Source: an optimization exercise on an open RTL-to-GDS flow (aim: small area). Production flows keep margins and buffers that such runs may drop.
Function was checked by simulation only, so behaviour that the tests miss may differ from the original.
No activity file was given, so power comes from the tool's default toggle rates.

==> inputs of 02-22 <==
// mips_rtype_datapath
module mips_rtype_datapath
(
  input  logic        clk,
  input  logic        rst_n,
  input  logic [31:0] instruction,
  output logic [31:0] result
);
  logic [3:0]  lut;
  logic        arith_n, cin, sltu, sltu_n, sll, sll_n, srl_n, reg_write;
  logic [31:0] rs_n, rt_n, result_n;
  logic [31:1] wen_n;
  control_unit u_ctrl (
    .opcode    (instruction[31:26]),
    .funct     (instruction[5:0]),
    .lut       (lut),
    .arith_n   (arith_n),
    .cin       (cin),
    .sltu      (sltu),
    .sltu_n    (sltu_n),
    .sll       (sll),
    .sll_n     (sll_n),
    .srl_n     (srl_n),
    .reg_write (reg_write)
  );
  for (genvar r = 1; r < 32; r++) begin : g_we
    assign wen_n[r] = !(reg_write && instruction[15:11] == 5'(r));
  end
  mips_registers u_regs (
    .clk   (clk),
    .rst_n (rst_n),
    .ra    (instruction[25:21]),
    .rb    (instruction[20:16]),
    .wen_n (wen_n),
    .nwd   (result_n),
    .da_n  (rs_n),
    .db_n  (rt_n)
  );
  alu32 u_alu (
    .a_n     (rs_n),
    .b_n     (rt_n),
    .shamt   (instruction[10:6]),
    .lut     (lut),
    .arith_n (arith_n),
    .cin     (cin),
    .sltu    (sltu),
    .sltu_n  (sltu_n),
    .sll     (sll),
    .srl_n   (srl_n),
    .sll_n   (sll_n),
    .y_n     (result_n)
  );
  assign result = ~result_n;
endmodule
==> module alu_pg, before the edit <==
module alu_pg (
  input  logic       a_n,
  input  logic       b_n,
  input  logic [3:0] lut,
  input  logic       arith_n,
  output logic       p,
  output logic       g
);
  assign p = lut[{b_n, a_n}];
  assign g = ~(a_n | p | arith_n);
endmodule
==> module alu_out, before the edit <==
module alu_out (
  input  logic s,
  input  logic sltu_n,
  input  logic srl_n,
  input  logic r_n,
  input  logic sll_n,
  input  logic rr_n,
  output logic y_n
);
  logic x;
  assign x   = ~((srl_n | r_n) & (sll_n | rr_n));
  assign y_n = ~((s & sltu_n) | x);
endmodule
==> module alu_out0, before the edit <==
module alu_out0 (
  input  logic s,
  input  logic sltu,
  input  logic cout,
  input  logic srl_n,
  input  logic r_n,
  input  logic sll_n,
  input  logic rr_n,
  output logic y_n
);
  assign y_n = ~((s & ~sltu) | (sltu & ~cout) | ~((srl_n | r_n) & (sll_n | rr_n)));
endmodule
==> module alu32, before the edit <==
module alu32
(
  input  logic [31:0] a_n,
  input  logic [31:0] b_n,
  input  logic [4:0]  shamt,
  input  logic [3:0]  lut,
  input  logic        arith_n,
  input  logic        cin,
  input  logic        sltu,
  input  logic        sltu_n,
  input  logic        sll,
  input  logic        srl_n,
  input  logic        sll_n,
  output logic [31:0] y_n
);
  logic [31:0] p, g, s;
  logic [32:0] c;
  for (genvar i = 0; i < 32; i++) begin : g_pg
    alu_pg u_pg (.a_n(a_n[i]), .b_n(b_n[i]), .lut(lut), .arith_n(arith_n), .p(p[i]), .g(g[i]));
    alu_xor u_s (.a(p[i]), .b(c[i]), .y(s[i]));
  end
  alu_carry u_carry (.p(p), .g(g), .cin(cin), .c(c));
  logic [31:0] lv [0:5];
  logic [4:0]  sh_n;
  assign sh_n = ~shamt;
  for (genvar i = 0; i < 32; i++) begin : g_rev
    alu_mux2i u_rev (.s(sll), .a0(b_n[i]), .a1(b_n[31-i]), .y(lv[0][i]));
  end
  for (genvar l = 0; l < 5; l++) begin : g_lvl
    for (genvar i = 0; i < 32; i++) begin : g_b
      if (i + (1 << l) < 32) begin : g_m
        alu_mux2i u_m (.s(shamt[l]), .a0(lv[l][i]), .a1(lv[l][i + (1 << l)]), .y(lv[l+1][i]));
      end else if (l % 2 == 0) begin : g_fn
        alu_nand2 u_f (.a(sh_n[l]), .b(lv[l][i]), .y(lv[l+1][i]));
      end else begin : g_fp
        alu_nor2 u_f (.a(shamt[l]), .b(lv[l][i]), .y(lv[l+1][i]));
      end
    end
  end
  alu_out0 u_out0 (.s(s[0]), .sltu(sltu), .cout(c[32]), .srl_n(srl_n), .r_n(lv[5][0]),
                   .sll_n(sll_n), .rr_n(lv[5][31]), .y_n(y_n[0]));
  for (genvar i = 1; i < 32; i++) begin : g_out
    alu_out u_out (.s(s[i]), .sltu_n(sltu_n), .srl_n(srl_n), .r_n(lv[5][i]),
                   .sll_n(sll_n), .rr_n(lv[5][31-i]), .y_n(y_n[i]));
  end
endmodule
==> module rf_next, before the edit <==
module rf_next (
  input  logic q,
  input  logic nwd,
  input  logic wen_n,
  output logic d
);
  assign d = ~((nwd | wen_n) & ~(q & wen_n));
endmodule
==> module mips_registers, before the edit <==
module mips_registers (
  input  logic        clk,
  input  logic        rst_n,
  input  logic [4:0]  ra,
  input  logic [4:0]  rb,
  input  logic [31:1] wen_n,
  input  logic [31:0] nwd,
  output logic [31:0] da_n,
  output logic [31:0] db_n
);
  logic [31:0] regs  [1:31];
  logic [31:0] nexts [1:31];
  logic [31:1] valid;
  logic [31:1] sa_n, sb_n;
  logic        va, vb;
  for (genvar r = 1; r < 32; r++) begin : g_reg
    for (genvar b = 0; b < 32; b++) begin : g_bit
      rf_next u_next (.q(regs[r][b]), .nwd(nwd[b]), .wen_n(wen_n[r]), .d(nexts[r][b]));
    end
    always_ff @(posedge clk)
      regs[r] <= nexts[r];
    always_ff @(posedge clk or negedge rst_n)
      if (!rst_n)
        valid[r] <= 1'b0;
      else if (!wen_n[r])
        valid[r] <= 1'b1;
    assign sa_n[r] = (ra != 5'(r));
    assign sb_n[r] = (rb != 5'(r));
  end
  assign va = |(~sa_n & valid);
  assign vb = |(~sb_n & valid);
  for (genvar b = 0; b < 32; b++) begin : g_rd
    logic [31:1] col;
    for (genvar r = 1; r < 32; r++) begin : g_col
      assign col[r] = regs[r][b];
    end
    rf_read_bit u_ra (.d(col), .sn(sa_n), .vs(va), .q_n(da_n[b]));
    rf_read_bit u_rb (.d(col), .sn(sb_n), .vs(vb), .q_n(db_n[b]));
  end
endmodule
==> module mips_rtype_datapath, before the edit <==
module mips_rtype_datapath
(
  input  logic        clk,
  input  logic        rst_n,
  input  logic [31:0] instruction,
  output logic [31:0] result
);
  logic [3:0]  lut;
  logic        arith_n, cin, sltu, sltu_n, sll, sll_n, srl_n, reg_write;
  logic [31:0] rs_n, rt_n, result_n;
  logic [31:1] wen_n;
  control_unit u_ctrl (
    .opcode    (instruction[31:26]),
    .funct     (instruction[5:0]),
    .lut       (lut),
    .arith_n   (arith_n),
    .cin       (cin),
    .sltu      (sltu),
    .sltu_n    (sltu_n),
    .sll       (sll),
    .sll_n     (sll_n),
    .srl_n     (srl_n),
    .reg_write (reg_write)
  );
  for (genvar r = 1; r < 32; r++) begin : g_we
    assign wen_n[r] = !(reg_write && instruction[15:11] == 5'(r));
  end
  mips_registers u_regs (
    .clk   (clk),
    .rst_n (rst_n),
    .ra    (instruction[25:21]),
    .rb    (instruction[20:16]),
    .wen_n (wen_n),
    .nwd   (result_n),
    .da_n  (rs_n),
    .db_n  (rt_n)
  );
  alu32 u_alu (
    .a_n     (rs_n),
    .b_n     (rt_n),
    .shamt   (instruction[10:6]),
    .lut     (lut),
    .arith_n (arith_n),
    .cin     (cin),
    .sltu    (sltu),
    .sltu_n  (sltu_n),
    .sll     (sll),
    .srl_n   (srl_n),
    .sll_n   (sll_n),
    .y_n     (result_n)
  );
  assign result = ~result_n;
endmodule
Settings: LEC_CHECK=0, CAP_MARGIN=10, CORE_MARGIN=2, CORE_UTILIZATION=55, SETUP_SLACK_MARGIN=0.1, SLEW_MARGIN=10, SYNTH_HIERARCHICAL=1; clock period 12.0 ns.
standard.sh (not shown) runs the stock make flow with config.mk's settings and CLKGATE_MAP_FILE= SYNTH_SCRIPT=/design/flow/synth_recipe.tcl, a recipe that flattens the netlist after the stock synthesis.
==> flow/flow/run.sh <==
#!/bin/bash
# Standard ORFS flow with area steps: after the standard synthesis every combinational cell
# is swapped to the smallest cell of its family (timing repair upsizes where needed), ports
# get buf_1 buffers, and the clock tree uses clkbuf_8 clusters of at most 16 sinks and no
# dummy loads.
set -euo pipefail
W=$(pwd)
bash standard.sh synth > synth.log 2>&1
RESULTS_DIR=$W/orfs/results/sky130hd/mips_rtype_datapath/base openroad -no_init -exit flow/downsize.tcl > downsize.log 2>&1
CTS="-sink_clustering_enable -repair_clock_nets -dont_use_dummy_load -buf_list sky130_fd_sc_hd__clkbuf_8"
CTS="$CTS -sink_clustering_size 16 -sink_clustering_max_diameter 60"
bash standard.sh "BUFFER_PORTS_ARGS=-buffer_cell sky130_fd_sc_hd__buf_1" "CTS_ARGS=$CTS" finish > finish.log 2>&1
==> flow/flow/downsize.tcl <==
# Swap every combinational cell of the synthesized netlist to the smallest-area cell of the
# same function family (same name up to the drive suffix, same pins). Flip-flops, latches,
# clock cells and tie cells keep their master. Timing repair later upsizes where needed.
set res $::env(RESULTS_DIR)
read_db $res/1_synth.odb
set db [ord::get_db]
set dont_use {}
if { [info exists ::env(DONT_USE_CELLS)] } { set dont_use $::env(DONT_USE_CELLS) }
# family -> list of masters
array set fam {}
foreach lib [$db getLibs] {
  foreach m [$lib getMasters] {
    set n [$m getName]
    if { [lsearch -exact $dont_use $n] >= 0 } { continue }
    if { [regexp {^(sky130_fd_sc_hd__[a-z0-9]+)_([0-9]+)$} $n -> base drv] } {
      lappend fam($base) $m
    }
  }
}
proc pin_sig { m } {
  set l {}
  foreach t [$m getMTerms] { lappend l [$t getName] }
  return [lsort $l]
}
set skip {^sky130_fd_sc_hd__(df|sdf|edf|sedf|dl|sdl|conb|tap|fill|decap|diode|probe|lpflow)}
set n_swap 0
set area_before 0.0
set area_after 0.0
foreach inst [[$db getChip] getBlock] {}
foreach inst [[[$db getChip] getBlock] getInsts] {
  set m [$inst getMaster]
  set n [$m getName]
  set a [expr {[$m getWidth] * [$m getHeight]}]
  set area_before [expr {$area_before + $a}]
  set best $m
  if { ![regexp $skip $n] && [regexp {^(sky130_fd_sc_hd__[a-z0-9]+)_([0-9]+)$} $n -> base drv] && [info exists fam($base)] } {
    set sig [pin_sig $m]
    set best_a $a
    foreach c $fam($base) {
      set ca [expr {[$c getWidth] * [$c getHeight]}]
      if { $ca < $best_a && [pin_sig $c] eq $sig } {
        set best $c
        set best_a $ca
      }
    }
    if { $best ne $m } {
      $inst swapMaster $best
      incr n_swap
    }
  }
  set area_after [expr {$area_after + [$best getWidth] * [$best getHeight]}]
}
puts "downsize: swapped $n_swap instances; area [expr {$area_before / 1e6}] -> [expr {$area_after / 1e6}] um2"
write_db $res/1_synth.odb
==> 07-23 (differences from 02-22) <==
--- a/flow/design.v
+++ b/flow/design.v
@@ -29,13 +29,18 @@
   } alu_flags_t;
 endpackage
-module alu_pg (
+module alu_p (
   input  logic       a_n,
   input  logic       b_n,
   input  logic [3:0] lut,
-  input  logic       arith_n,
-  output logic       p,
-  output logic       g
+  output logic       p
 );
   assign p = lut[{b_n, a_n}];
+endmodule
+module alu_g (
+  input  logic a_n,
+  input  logic p,
+  input  logic arith_n,
+  output logic g
+);
   assign g = ~(a_n | p | arith_n);
 endmodule
@@ -64,16 +69,20 @@
   assign y = ~(a | b);
 endmodule
-module alu_out (
-  input  logic s,
-  input  logic sltu_n,
+module alu_shx (
   input  logic srl_n,
   input  logic r_n,
   input  logic sll_n,
   input  logic rr_n,
-  output logic y_n
+  output logic x
 );
-  logic x;
-  assign x   = ~((srl_n | r_n) & (sll_n | rr_n));
-  assign y_n = ~((s & sltu_n) | x);
+  assign x = ~((srl_n | r_n) & (sll_n | rr_n));
+endmodule
+module alu_out (
+  input  logic s,
+  input  logic sltu_n,
+  input  logic x,
+  output logic y
+);
+  assign y = (s & sltu_n) | x;
 endmodule
 module alu_out0 (
@@ -81,11 +90,8 @@
   input  logic sltu,
   input  logic cout,
-  input  logic srl_n,
-  input  logic r_n,
-  input  logic sll_n,
-  input  logic rr_n,
-  output logic y_n
+  input  logic x,
+  output logic y
 );
-  assign y_n = ~((s & ~sltu) | (sltu & ~cout) | ~((srl_n | r_n) & (sll_n | rr_n)));
+  assign y = (s & ~sltu) | (sltu & ~cout) | x;
 endmodule
 module alu_carry (
@@ -133,10 +139,11 @@
   input  logic        srl_n,
   input  logic        sll_n,
-  output logic [31:0] y_n
+  output logic [31:0] y
 );
-  logic [31:0] p, g, s;
+  logic [31:0] p, g, s, x;
   logic [32:0] c;
   for (genvar i = 0; i < 32; i++) begin : g_pg
-    alu_pg u_pg (.a_n(a_n[i]), .b_n(b_n[i]), .lut(lut), .arith_n(arith_n), .p(p[i]), .g(g[i]));
+    alu_p u_p (.a_n(a_n[i]), .b_n(b_n[i]), .lut(lut), .p(p[i]));
+    alu_g u_g (.a_n(a_n[i]), .p(p[i]), .arith_n(arith_n), .g(g[i]));
     alu_xor u_s (.a(p[i]), .b(c[i]), .y(s[i]));
   end
@@ -159,9 +166,10 @@
     end
   end
-  alu_out0 u_out0 (.s(s[0]), .sltu(sltu), .cout(c[32]), .srl_n(srl_n), .r_n(lv[5][0]),
-                   .sll_n(sll_n), .rr_n(lv[5][31]), .y_n(y_n[0]));
+  for (genvar i = 0; i < 32; i++) begin : g_shx
+    alu_shx u_shx (.srl_n(srl_n), .r_n(lv[5][i]), .sll_n(sll_n), .rr_n(lv[5][31-i]), .x(x[i]));
+  end
+  alu_out0 u_out0 (.s(s[0]), .sltu(sltu), .cout(c[32]), .x(x[0]), .y(y[0]));
   for (genvar i = 1; i < 32; i++) begin : g_out
-    alu_out u_out (.s(s[i]), .sltu_n(sltu_n), .srl_n(srl_n), .r_n(lv[5][i]),
-                   .sll_n(sll_n), .rr_n(lv[5][31-i]), .y_n(y_n[i]));
+    alu_out u_out (.s(s[i]), .sltu_n(sltu_n), .x(x[i]), .y(y[i]));
   end
 endmodule
@@ -210,9 +218,10 @@
 module rf_next (
   input  logic q,
-  input  logic nwd,
+  input  logic wd,
+  input  logic we,
   input  logic wen_n,
   output logic d
 );
-  assign d = ~((nwd | wen_n) & ~(q & wen_n));
+  assign d = (wd & we) | (q & wen_n);
 endmodule
 module rf_o22ai (
@@ -262,6 +271,7 @@
   input  logic [4:0]  ra,
   input  logic [4:0]  rb,
+  input  logic [31:1] we,
   input  logic [31:1] wen_n,
-  input  logic [31:0] nwd,
+  input  logic [31:0] wd,
   output logic [31:0] da_n,
   output logic [31:0] db_n
@@ -271,8 +281,8 @@
   logic [31:1] valid;
   logic [31:1] sa_n, sb_n;
-  logic        va, vb;
+  logic        va, vb, va_n, vb_n, nza, nzb;
   for (genvar r = 1; r < 32; r++) begin : g_reg
     for (genvar b = 0; b < 32; b++) begin : g_bit
-      rf_next u_next (.q(regs[r][b]), .nwd(nwd[b]), .wen_n(wen_n[r]), .d(nexts[r][b]));
+      rf_next u_next (.q(regs[r][b]), .wd(wd[b]), .we(we[r]), .wen_n(wen_n[r]), .d(nexts[r][b]));
     end
     always_ff @(posedge clk)
@@ -286,6 +296,10 @@
     assign sb_n[r] = (rb != 5'(r));
   end
-  assign va = |(~sa_n & valid);
-  assign vb = |(~sb_n & valid);
+  assign nza = |ra;
+  assign nzb = |rb;
+  rf_read_bit u_va (.d(valid), .sn(sa_n), .vs(nza), .q_n(va_n));
+  rf_read_bit u_vb (.d(valid), .sn(sb_n), .vs(nzb), .q_n(vb_n));
+  assign va = ~va_n;
+  assign vb = ~vb_n;
   for (genvar b = 0; b < 32; b++) begin : g_rd
     logic [31:1] col;
@@ -306,6 +320,6 @@
   logic [3:0]  lut;
   logic        arith_n, cin, sltu, sltu_n, sll, sll_n, srl_n, reg_write;
-  logic [31:0] rs_n, rt_n, result_n;
-  logic [31:1] wen_n;
+  logic [31:0] rs_n, rt_n;
+  logic [31:1] we, wen_n;
   control_unit u_ctrl (
     .opcode    (instruction[31:26]),
@@ -322,5 +336,6 @@
   );
   for (genvar r = 1; r < 32; r++) begin : g_we
-    assign wen_n[r] = !(reg_write && instruction[15:11] == 5'(r));
+    assign we[r]    = reg_write && instruction[15:11] == 5'(r);
+    assign wen_n[r] = !we[r];
   end
   mips_registers u_regs (
@@ -329,6 +344,7 @@
     .ra    (instruction[25:21]),
     .rb    (instruction[20:16]),
+    .we    (we),
     .wen_n (wen_n),
-    .nwd   (result_n),
+    .wd    (result),
     .da_n  (rs_n),
     .db_n  (rt_n)
@@ -346,6 +362,5 @@
     .srl_n   (srl_n),
     .sll_n   (sll_n),
-    .y_n     (result_n)
+    .y       (result)
   );
-  assign result = ~result_n;
 endmodule
==> 06-07 (differences from 02-22) <==
==> flow/run.sh (new file) <==
#!/bin/bash
# synth_recipe.tcl (not shown) runs the flow's synth.tcl, then flattens the netlist and writes it again
# the make line also repeats each setting of config.mk as NAME=value (left out here)
make -C /OpenROAD-flow-scripts/flow DESIGN_CONFIG=/design/flow/config.mk WORK_HOME=/design/flow/orfs CLKGATE_MAP_FILE= SYNTH_SCRIPT=/design/flow/synth_recipe.tcl finish
--- a/flow/config.mk
+++ b/flow/config.mk
@@ -6,8 +6,8 @@
 export NUM_CORES = 4
 export LEC_CHECK = 0
-export CAP_MARGIN = 10
+export CAP_MARGIN = 20
 export CORE_MARGIN = 2
 export CORE_UTILIZATION = 55
-export SETUP_SLACK_MARGIN = 0.1
-export SLEW_MARGIN = 10
+export SETUP_SLACK_MARGIN = 0.3
+export SLEW_MARGIN = 20
 export SYNTH_HIERARCHICAL = 1
removed: flow/flow/run.sh
removed: flow/flow/downsize.tcl
removed: flow/standard.sh
==> qor summary <==
| quantity | 07-23 | 02-22 | 06-07 |
|---|---|---|---|
| CTS clock-pin slew for the worst setup and hold paths | 50 ps | 80 ps | 60 ps |
| Number of inserted filler cells in the final layout | 6588 | 7235 | 7125 |
| First-pass GRT wire length | 311100 µm | 280200 µm | 296800 µm |
| Multi-input gate share of total cell area | 0.4752 | 0.4776 | 0.4709 |
| Total track usage | 0.5277 | 0.4632 | 0.4737 |
| Final count of pins violating max slew | 5 | 0 | 0 |
| Synthesized area per cell | 10.51 µm² | 8.429 µm² | 8.803 µm² |
| PnR Total Power | 5954 µW | 5680 µW | 7291 µW |
| Status | complete, but fails checks | complete, no violations | complete, no violations |
| Layout check failures | capacitance limit, slew limit | - | - |
| Arrival time at the worst endpoint | 9420 ps | 9210 ps | 9090 ps |
| Flop pwr share | 0.570 | 0.598 | 0.466 |
| Transition time at the pin with the least slew margin | 1574 ps | 1336 ps | 1213 ps |
| Final cell count without fillers | 5532 | 6593 | 6703 |
| Clock network share of area | 0.02344 | 0.02340 | 0.06531 |
| Met2 routed WL | 85160 µm | 78820 µm | 84400 µm |
| Worst flop-to-flop path startpoint | u_regs.valid[10]$_DFFE_PN0N_ | u_regs.valid[17]$_DFFE_PN0N_ | u_regs.valid[28]$_DFFE_PN0N_ |
| Initial DRT Pass Iterations | 13 | 13 | 8 |
| Power in combinational cells | 820 µW | 546 µW | 568 µW |

## port drivers added, routing unchanged
In the flow no input, the clock included, has a driving cell. The finished layouts below were timed again as built, in two steps. Step 1: set_driving_cell puts a clkbuf_16 on clk and a buf_2 on each other input, an assumption about the parent block. Step 2, shift: input delay + t, output delay - t, t = (earliest + latest rising clock arrival at the registers) / 2. This alone moves slack from input paths to output paths. Slacks: ideal / step 1 / step 2; pairs: ideal / step 1.
| run | t, ns | setup slack, ns | hold WS [ns] | worst register clock-pin slew, ns | worst slew at a driven data input, ns |
|---|---|---|---|---|---|
| 02-22 | 0.781 | 0.393 / 0.298 / 0.298 | 0.468 / 0.468 / 0.468 | 0.11 / 0.11 | 0.25 |
| 07-23 | 0.795 | 0.181 / 0.149 / 0.149 | 0.509 / 0.509 / 0.509 | 0.11 / 0.11 | 0.15 |
| 06-07 | 0.776 | 0.510 / 0.434 / 0.434 | 0.463 / 0.463 / 0.463 | 0.07 / 0.07 | 0.14 |
The setup slack of 02-22, which loses most, moves by -0.095 ns with the drivers and by -0.095 ns with both steps.
